Context: an optimization exercise on an open-source flow, tuned for small area and a short achievable clock period. The choices shown serve that exercise and are no tape-out recipe. Only simulation tests tie the RTL to the original design; equivalence was not proved. Power is estimated from default activity; no workload was simulated.

==> flow/design.v (outline; a module is shown in full before it is edited, if it fits) <==
// module wt_mul_top: 1153 lines
module wt_mul_top (
  input  logic        clk,
  input  logic        rst_n,
  input  logic        in_valid,
  input  logic [23:0] a,
  input  logic [23:0] b,
  output logic        out_valid,
  output logic [47:0] product
);
  // ...
==> flow/run.sh <==
#!/bin/bash
# synth_recipe.tcl (not shown) runs the flow's synth.tcl, then flattens the netlist and writes it again
# the make line also repeats each setting of config.mk as NAME=value (left out here)
make -C /OpenROAD-flow-scripts/flow DESIGN_CONFIG=/design/flow/config.mk WORK_HOME=/design/flow/orfs CLKGATE_MAP_FILE= SYNTH_SCRIPT=/design/flow/synth_recipe.tcl finish
==> flow/config.mk <==
export PLATFORM = sky130hd
export DESIGN_NAME = wt_mul_top
export DESIGN_NICKNAME = wt_mul_top
export VERILOG_FILES = /design/flow/design.v
export SDC_FILE = /design/flow/constraint.sdc
export NUM_CORES = 4
export LEC_CHECK = 0
export ABC_AREA = 1
export CAP_MARGIN = 20
export CORE_MARGIN = 2
export CORE_UTILIZATION = 40
export SLEW_MARGIN = 20
==> flow/constraint.sdc <==
create_clock -name core_clock -period 3.0 [get_ports {clk}]
set_input_delay 0.6000 -clock core_clock [delete_from_list [all_inputs] [get_ports {clk}]]
set_output_delay 0.6000 -clock core_clock [all_outputs]
set_load 0.01 [all_outputs]
==> out/results.ini, run 1 <==
[run_status]
outcome=no timing/DRC/antenna violations

[cells_and_area]
inverter_count_of_the_layout_excluding_clock_inverters=593
seqAreaFraction_pct=27.9
seq_cell_count=391
largest_register_ffs=186
regMostFlops=p1

[clock_tree]
clock_sink_total=391
clock_tree.htree_level_count=2
post_cts.resized_instances=0

[timing]
final_critical_path_setup_slack_ns=0.546
worst-slew-pin-transition_ns=0.864

[pwr]
clock_net_power_w=0.00589

[yosys]
synth-simple-area-share_pct=11.0
synth_xor_area_share_pct=11.9
synth_largest_area_cell=dfxtp_1

[floorplan]
die_h_um=250

[drt]
detailroute.via_count=18428
wl_met1_um=34200
detailed_route_vias_per_instance=5.08
met3_wl_post_dr_um=6710
overall_routed_net_length_um=79700
drt_iter0_drc=1540

[critical_path]
crit_arrival_ns=2.92
crit_start=one[1]
timing.critical_path.cells=inv_1, buf_4, o22ai_1, xor2_1, fa_1, inv_1, fa_1

==> run 2, diff against run 1 <==
--- a/flow/config.mk
+++ b/flow/config.mk
@@ -11,2 +11,3 @@
 export CORE_UTILIZATION = 40
+export SETUP_SLACK_MARGIN = 0.5
 export SLEW_MARGIN = 20
==> out/results.ini, run 2 <==
[run_status]
outcome=no timing/DRC/antenna violations  ; unchanged

[critical_path]
crit_arrival_ns=2.89  ; was 2.92 ns
worstSetupEndpointType=flip-flop  ; unchanged
critical_path.reg2reg.startpoint=a_q[4]  ; was one[1]
timing.critical_path.depth=7  ; unchanged
crit_required_ns=3.47  ; about the same
regToRegEndpoint=p1[45]  ; was p1[41]
setup.worst_path.start_class=flip-flop  ; unchanged
critical_path.max_stage_delay_ns=0.54  ; about the same
timing.critical_path.cells=inv_1, buf_4, o22ai_1, xor2_1, fa_1, inv_1, fa_1  ; unchanged
worstRegToRegCells=7  ; unchanged
critical_path_buf_inv_count=3  ; unchanged
critPathKind=reg -> reg  ; unchanged
critical-path-slowest-cell=fa_1  ; unchanged
critPathMaxFanout=11  ; unchanged
critical_path.top_delay_family=adder cells  ; unchanged
r2r_slack_ns=0.58  ; was 0.55 ns

[floorplan]
boundaryPins=100  ; unchanged
floorplan.initialDensity_pct=40.3  ; unchanged
floorplan.rows=90  ; unchanged
fp.dieArea_um2=62700  ; unchanged
dieWidth_um=250  ; unchanged
core_area_um2=60200  ; unchanged
die_h_um=250  ; unchanged

[pwr]
p_leak_nw=13.8  ; was 13.7 nW
power-per-cell-area_nw_per_um2=1110  ; about the same
worst_ir_drop_vdd_v=0.000522  ; was 0.000521 V

[drt]
antenna_left=0  ; unchanged
detailroute.via_count=18443  ; was 18428
detail_route.drc_violations=0  ; unchanged
detail_route.wl_per_cell_um=21.9  ; was 22.0 µm
drt_iter0_drc=1552  ; was 1540
drt_pre_antenna_iters=5  ; unchanged
overall_routed_net_length_um=79600  ; was 79700 µm
detailed_route_vias_per_instance=5.08  ; about the same

[run]
max_cap_violations=0  ; unchanged

[place]
hpwl_um=58000  ; unchanged
place.port_buffers=99  ; unchanged
place_congestion=0.971  ; unchanged
place.detailed.instances=3546  ; unchanged

[timing]
final_max_slew_viol_count=0  ; unchanged
fmaxAchievable_mhz=413  ; was 408 MHz
clock_skew_ns=0.0236  ; was 0.0243 ns
final_critical_delay_including_setup_and_external_delays_ns=2.42  ; was 2.45 ns
timing.final.crit_share_pct=80.7  ; was 81.8%
maxSlewHeadroom_pct=41.6  ; was 42.2%
worst-slew-pin-transition_ns=0.873  ; was 0.864 ns
hold_violations=0  ; unchanged
rsz0062_at_grt=no  ; unchanged
finalHoldWorstSlack_ns=0.326  ; about the same
tns_ns=0  ; unchanged
setup_viol=0  ; unchanged

[yosys]
synthDominantCellAreaShare_pct=32.2  ; unchanged
syn-cell-area_um2=24300  ; unchanged
synth_nets=3103  ; unchanged
synth-async-reset-ratio_pct=0  ; unchanged
synth_top_cells_by_area=dfxtp_1 32%, fa_1 21%, xor2_1 12%, inv_1 8.7%, o22ai_1 7.1%  ; unchanged
yosys_synthesis_warning_count=1  ; unchanged
most_common_cell_in_the_synthesized_netlist=inv_1  ; unchanged
postSynthRegisterBits=391  ; unchanged
synth_area_per_cell_um2=8.96  ; unchanged
synth_enable_flop_cells=0  ; unchanged
postSynth.topFlopCell=dfxtp_1  ; unchanged
post_synth_num_cell_types=33  ; unchanged
synth_sequential_area_ratio_pct=32.2  ; unchanged
synth_largest_area_cell=dfxtp_1  ; unchanged
gate_count_of_the_mapped_netlist=2711  ; unchanged
synth_commonest_cells=566 x inv_1, 415 x nand2_1, 391 x dfxtp_1  ; unchanged

[min_path]
timing.hold.worst.class=reg -> reg  ; unchanged
worst_hold_path.num_cells=0  ; unchanged
worst_hold_end=r0_q[3]  ; unchanged
hold_start=p1[4]  ; unchanged

[clock_tree]
clock_sink_total=391  ; unchanged
clock_tree.htree_level_count=2  ; unchanged
cts_tree=built  ; unchanged
clockRootBuffer=clkbuf_16  ; unchanged
clk_latency_ns=0.59  ; about the same
clk_pin_slew_ns=0.06  ; about the same
cts-buffers-inserted=45  ; unchanged
clock_tree.buffer_depth=3  ; unchanged

[global_route]
grt_start_max_net_pins=28  ; unchanged
via_count_of_the_first_global_routing_pass=19119  ; unchanged
overflow=0  ; unchanged
grtUsageTotal_pct=25.5  ; unchanged
grt_pass1_wl_um=119000  ; unchanged
grt_antenna_before_repair=2  ; unchanged

[cells_and_area]
finish.cell_count_without_fillers=3630  ; was 3628
final_net_count=3205  ; was 3203
most-common-layout-cells=565 x inv_1, 415 x nand2_1, 390 x dfxtp_1  ; was 566 x inv_1, 415 x nand2_1, 390 x dfxtp_1
largest_register_ffs=186  ; unchanged
final_core_utilization_pct=46.5  ; about the same
layout_commonest_cell=inv_1  ; unchanged
drive_gt1_share_pct=9.45  ; was 9.35%
area_growth_syn_to_layout_pct=15.4  ; was 15.3%
nFillCells=5713  ; was 5714
regMostFlops=p1  ; unchanged
biggestRegsByFlops=p1 x186, product x48, r0_q x48  ; unchanged

run 2: worst max path at each step:
stage	end	start	slack, ns
finish	p1[45]	a_q[4]	0.58
global route	p1[88]	a_q[3]	0.53
CTS	p1[41]	one[1]	0.60
detailed placement	p1[41]	one[1]	0.58
global placement	p1[41]	one[1]	0.60
floorplan	p1[49]	neg[4]	0.72
run 2: cell families (layout without fill, tap and decap cells):
kind of cell | after synthesis | in the layout | synth area share (%)
DFF | 391 | 391 | 32.2
buffers and inverters | 717 | 853 | 11.2
other | 0 | 1 | 0
adders and majority gates | 341 | 341 | 25.3
xor gates and xnor gates | 329 | 329 | 11.9
muxes | 12 | 12 | 0.556
AOI/OAI and AO/OA | 304 | 304 | 7.78
and+or+nand+nor | 617 | 617 | 11.0
run 2: metrics by stage:
step                instance area (µm²)  worst slack, ns  power, W
floorplan                         24300            0.721    0.0192
global placement                  26400            0.602    0.0251
detailed placement                26400            0.577    0.0254
CTS                               28000            0.603    0.0314
global route                      28000            0.532    0.0341
finish                            28000            0.580    0.0311
run 2: layout make-up:
cell class | instances | area, µm² | share of cell area (%)
antenna | 1 | 2.50 | 0.00893
clock buffer | 59 | 1250 | 4.46
clock inverter | 22 | 333 | 1.19
inverter | 593 | 2230 | 7.95
multi-input combinational | 1603 | 13700 | 49.0
sequential | 391 | 7830 | 27.9
tap | 782 | 978 | 3.49
timing repair buffer | 179 | 1670 | 5.94
run 2: report_power, final:
group | switching, W | total (W) | internal [W] | leakage, nW
clock network | 0.00233 | 0.00590 | 0.00356 | 0.771
logic | 0.0104 | 0.0167 | 0.00630 | 9.69
registers | 0.000948 | 0.00851 | 0.00756 | 3.30
total | 0.0137 | 0.0311 | 0.0174 | 13.8
run 2: worst reg2reg max path: stages, from the launching register on:
cell and delay (ns):
dfxtp_1 0.31, inv_1 0.39, buf_4 0.30, o22ai_1 0.12, xor2_1 0.18, fa_1 0.54
inv_1 0.05, fa_1 0.41
run 2: repair_timing:
item                                    CTS  global route
gates resized for setup                   0             1
hold buffers                              0             0
endpoints found under the setup margin    0             2
buffers inserted                          0             2
run 2: per-layer routing:
layer	wire length (µm)	GRT usage (%)	vias to the layer above	share of wire, %
li1	-	-	8467	-
met1	34200	33.7	8880	43
met2	34700	39.6	885	44
met3	6860	5.93	211	8.6
met4	3930	12.0	0	4.9
met5	0	0	-	0
==> run 3, diff against run 2 <==
--- a/flow/config.mk
+++ b/flow/config.mk
@@ -7,3 +7,2 @@
 export LEC_CHECK = 0
-export ABC_AREA = 1
 export CAP_MARGIN = 20
@@ -11,3 +10,2 @@
 export CORE_UTILIZATION = 40
-export SETUP_SLACK_MARGIN = 0.5
 export SLEW_MARGIN = 20
==> out/results.ini, run 3 <==
[critical_path]
critPathMaxFanout=5  ; was 11
critical_path.max_stage_delay_ns=0.43  ; was 0.54 ns
worstSetupEndpointType=flip-flop  ; unchanged
critPathKind=reg -> reg  ; unchanged
crit_required_ns=3.49  ; was 3.47 ns
critical_path.top_delay_family=compound AO/OA/AOI/OAI gates  ; was adder cells
crit_arrival_ns=3.32  ; was 2.89 ns
critical-path-slowest-cell=o31ai_4  ; was fa_1
setup.worst_path.start_class=flip-flop  ; unchanged
critical_path_buf_inv_count=0  ; was 3
most_common_cell_on_crit_path=nand2_1
timing.critical_path.cells=ha_1, nand2_1, or3_1, a21boi_2, a221o_1, o21ai_2, o31ai_4, nand2_1, nand3_1, nor3b_1  ; was inv_1, buf_4, o22ai_1, xor2_1, fa_1, inv_1, fa_1

[yosys]
synth_sequential_area_ratio_pct=34.1  ; was 32.2%
synth_compound_gate_area_share_pct=13.4  ; was 7.78%
synth_xor_area_share_pct=13.6  ; was 11.9%
postSynthRegisterBits=391  ; unchanged
synth_nets=2573  ; was 3103
yosys_synthesis_warning_count=1  ; unchanged
gate_count_of_the_mapped_netlist=2181  ; was 2711
synthDominantCellAreaShare_pct=34.1  ; was 32.2%
synth-simple-area-share_pct=4.14  ; was 11.0%
synth_commonest_cells=391 x dfxtp_1, 300 x inv_1, 282 x xnor2_1  ; was 566 x inv_1, 415 x nand2_1, 391 x dfxtp_1
yosys-mux-area-fraction_pct=0.0491  ; was 0.556%
synth_area_per_cell_um2=10.5  ; was 8.96 µm²
syn-cell-area_um2=22900  ; was 24300 µm²
post_synth_num_cell_types=56  ; was 33
synth_enable_flop_cells=0  ; unchanged
synth_largest_area_cell=dfxtp_1  ; unchanged
synth_top_cells_by_area=dfxtp_1 34%, fa_1 22%, xnor2_1 11%, a22oi_1 9.0%, inv_1 4.9%  ; was dfxtp_1 32%, fa_1 21%, xor2_1 12%, inv_1 8.7%, o22ai_1 7.1%
adder_cell_share_of_the_synthesized_area_pct=26.9  ; was 25.3%
postSynth.topFlopCell=dfxtp_1  ; unchanged
combinational_family_with_the_most_area_after_synthesis=adder cells  ; unchanged
most_common_cell_in_the_synthesized_netlist=dfxtp_1  ; was inv_1
synth-async-reset-ratio_pct=0  ; unchanged

[pwr]
worst_ir_drop_vdd_v=0.000529  ; was 0.000522 V
p_leak_nw=11.3  ; was 13.8 nW
comb_power_share_pct=52.8  ; was 53.7%
pwr-share-clk_pct=18.5  ; was 19.0%
netSwitchingPower_w=0.0121  ; was 0.0137 W
pwr-share-seq_pct=28.7  ; was 27.3%
pint_w=0.0174  ; about the same
power-per-cell-area_nw_per_um2=1120  ; was 1110 nW/µm²
switching_share_pct=40.9  ; was 44.0%

[drt]
detail_route.drc_violations=0  ; unchanged
detail_route.wl_per_cell_um=21.5  ; was 21.9 µm
detailroute.via_count=16091  ; was 18443
detailed_route_vias_per_instance=5.32  ; was 5.08
drt_pre_antenna_iters=6  ; was 5
antenna_left=0  ; unchanged
overall_routed_net_length_um=65100  ; was 79600 µm
drt_iter0_drc=1615  ; was 1552

[cells_and_area]
drive_gt1_share_pct=7.98  ; was 9.45%
regMostFlops=p1  ; unchanged
n_antenna_cell=0  ; was 1
largest_register_ffs=186  ; unchanged
final_net_count=2628  ; was 3205
biggestRegsByFlops=p1 x186, product x48, r0_q x48  ; unchanged
area_growth_syn_to_layout_pct=15.3  ; was 15.4%
multi_input_area_um2=13300  ; was 13700 µm²
layout_commonest_cell=dfxtp_1  ; was inv_1
seq_area_um2=7830  ; about the same
finish.cell_count_without_fillers=3024  ; was 3630
postLayoutCellArea_um2=26400  ; was 28000 µm²
nFillCells=5125  ; was 5713
most-common-layout-cells=391 x dfxtp_1, 300 x inv_1, 282 x xnor2_1  ; was 565 x inv_1, 415 x nand2_1, 390 x dfxtp_1

[clock_tree]
clock_sink_total=391  ; unchanged
clock_tree.htree_level_count=2  ; unchanged
cts_setup_buffers=0  ; unchanged
cts-buffers-inserted=42  ; was 45
clk_pin_slew_ns=0.06  ; about the same
hold_buf_cts=0  ; unchanged
post_cts.resized_instances=0  ; unchanged
clock_tree.buffer_depth=3  ; unchanged
clk_latency_ns=0.60  ; was 0.59 ns
cts_tree=built  ; unchanged
clockRootBuffer=clkbuf_16  ; unchanged

[floorplan]
die_h_um=243  ; was 250 µm
core_area_um2=56500  ; was 60200 µm²
dieWidth_um=243  ; was 250 µm
fp.dieArea_um2=59200  ; was 62700 µm²
floorplan.rows=87  ; was 90
boundaryPins=100  ; unchanged
floorplan.initialDensity_pct=40.6  ; was 40.3%

[global_route]
grt_start_max_net_pins=28  ; unchanged
grt.met1_usage_pct=32.1  ; was 33.7%
grt_pass1_wl_um=99900  ; was 119000 µm
via_count_of_the_first_global_routing_pass=16702  ; was 19119
grt.met2_usage_pct=31.1  ; was 39.6%
overflow=0  ; unchanged
grt_max_usage_layer=met1  ; was met2
grt_antenna_before_repair=2  ; unchanged
gr_util_met3_pct=5.11  ; was 5.93%
grtUsageTotal_pct=21.9  ; was 25.5%

[timing]
maxSlewHeadroom_pct=50.9  ; was 41.6%
final_critical_delay_including_setup_and_external_delays_ns=2.83  ; was 2.42 ns
setup_viol=0  ; unchanged
timing.final.crit_share_pct=94.4  ; was 80.7%
worst-slew-pin-transition_ns=0.735  ; was 0.873 ns
hold_violations=0  ; unchanged
rsz0062_at_grt=no  ; unchanged
fmaxAchievable_mhz=353  ; was 413 MHz
clock_skew_ns=0.0293  ; was 0.0236 ns
final_max_slew_viol_count=0  ; unchanged
tns_ns=0  ; unchanged

[place]
place_area_um2=25000  ; was 26400 µm²
hpwl_um=44800  ; was 58000 µm
place.port_buffers=99  ; unchanged
place_congestion=0.889  ; was 0.971
place.detailed.instances=2948  ; was 3546

[run]
max_cap_violations=0  ; unchanged

[min_path]
timing.hold.worst.class=reg -> reg  ; unchanged

[run_status]
outcome=no timing/DRC/antenna violations  ; unchanged

-- run 3: cell type report --
cell class | instances | area share [%]
Timing Repair Buffer | 179 | 6.54
Clock inverter | 24 | 1.24
Multi-Input combinational cell | 1313 | 50.3
Tap cell | 756 | 3.58
Inverter | 309 | 4.39
Clock buffer | 52 | 4.31
Sequential cell | 391 | 29.6
-- run 3: final timing paths --
check	from	cells after the start	end	slack (ns)
setup / recovery	r0_q[5]	10	product[47]	0.17
hold / removal	p1[0]	0	r0_q[0]	0.33
setup reg to reg	r0_q[5]	10	product[47]	0.17
hold reg to reg	p1[0]	0	r0_q[0]	0.33
-- run 3: cell families after synthesis --
logic type                 Yosys count
buffers and inverters              477
AOI/OAI and AO/OA                  420
DFF                                391
xor gates and xnor gates           357
adders and majority gates          341
and+or+nand+nor                    194
muxes                                1
-- run 3: metrics by stage --
step	worst slack, ns	util [%]	hold WS (ns)	power [W]
global route	0.0153	46.8	0.346	0.0321
finish	0.167	46.8	0.329	0.0295
global placement	0.301	44.2	0.312	0.0238
detailed placement	0.250	44.2	0.315	0.0241
CTS	0.189	46.8	0.330	0.0297
floorplan	0.382	-	0.310	0.0185
-- run 3: power by group through the flow --
stage | logic, W | clock network (W) | registers (W)
2_1_floorplan | 0.0100 | 0 | 0.00847
3_3_place_gp | 0.0152 | 0 | 0.00856
3_5_place_dp | 0.0155 | 0 | 0.00859
4_1_cts | 0.0156 | 0.00558 | 0.00850
5_1_grt | 0.0176 | 0.00579 | 0.00868
6_report | 0.0156 | 0.00545 | 0.00848
-- run 3: routing by layer --
layer / vias up / part of all wire (%)
met5: - / 0.020
met4: 2 / 3.2
met1: 7845 / 45
met3: 172 / 10
met2: 927 / 41
li1: 7145 / -

-- static timing again, ports no longer ideal --
The results above use ideal ports. As a check the final layouts listed here were re-extracted and re-timed, cells and wires unchanged.
Step 1, drivers: a clkbuf_16 drives clk and a buf_2 each remaining input, both assumed.
Step 2 also shifts input and output timing later by t, the mid clock arrival at the registers, as if the neighbouring blocks saw the same clock.
a / b / c = ideal ports / drivers / drivers and shift; a / b = the first two.
run | t, ns | setup WS [ns] | hold slack, ns
run 1 | 0.639 | 0.546 / 0.546 / 0.546 | 0.326 / 0.326 / 0.326
run 2 | 0.639 | 0.580 / 0.580 / 0.580 | 0.326 / 0.326 / 0.326
run 3 | 0.637 | 0.167 / 0.167 / 0.167 | 0.329 / 0.329 / 0.329
After both steps every run listed still meets setup and hold.
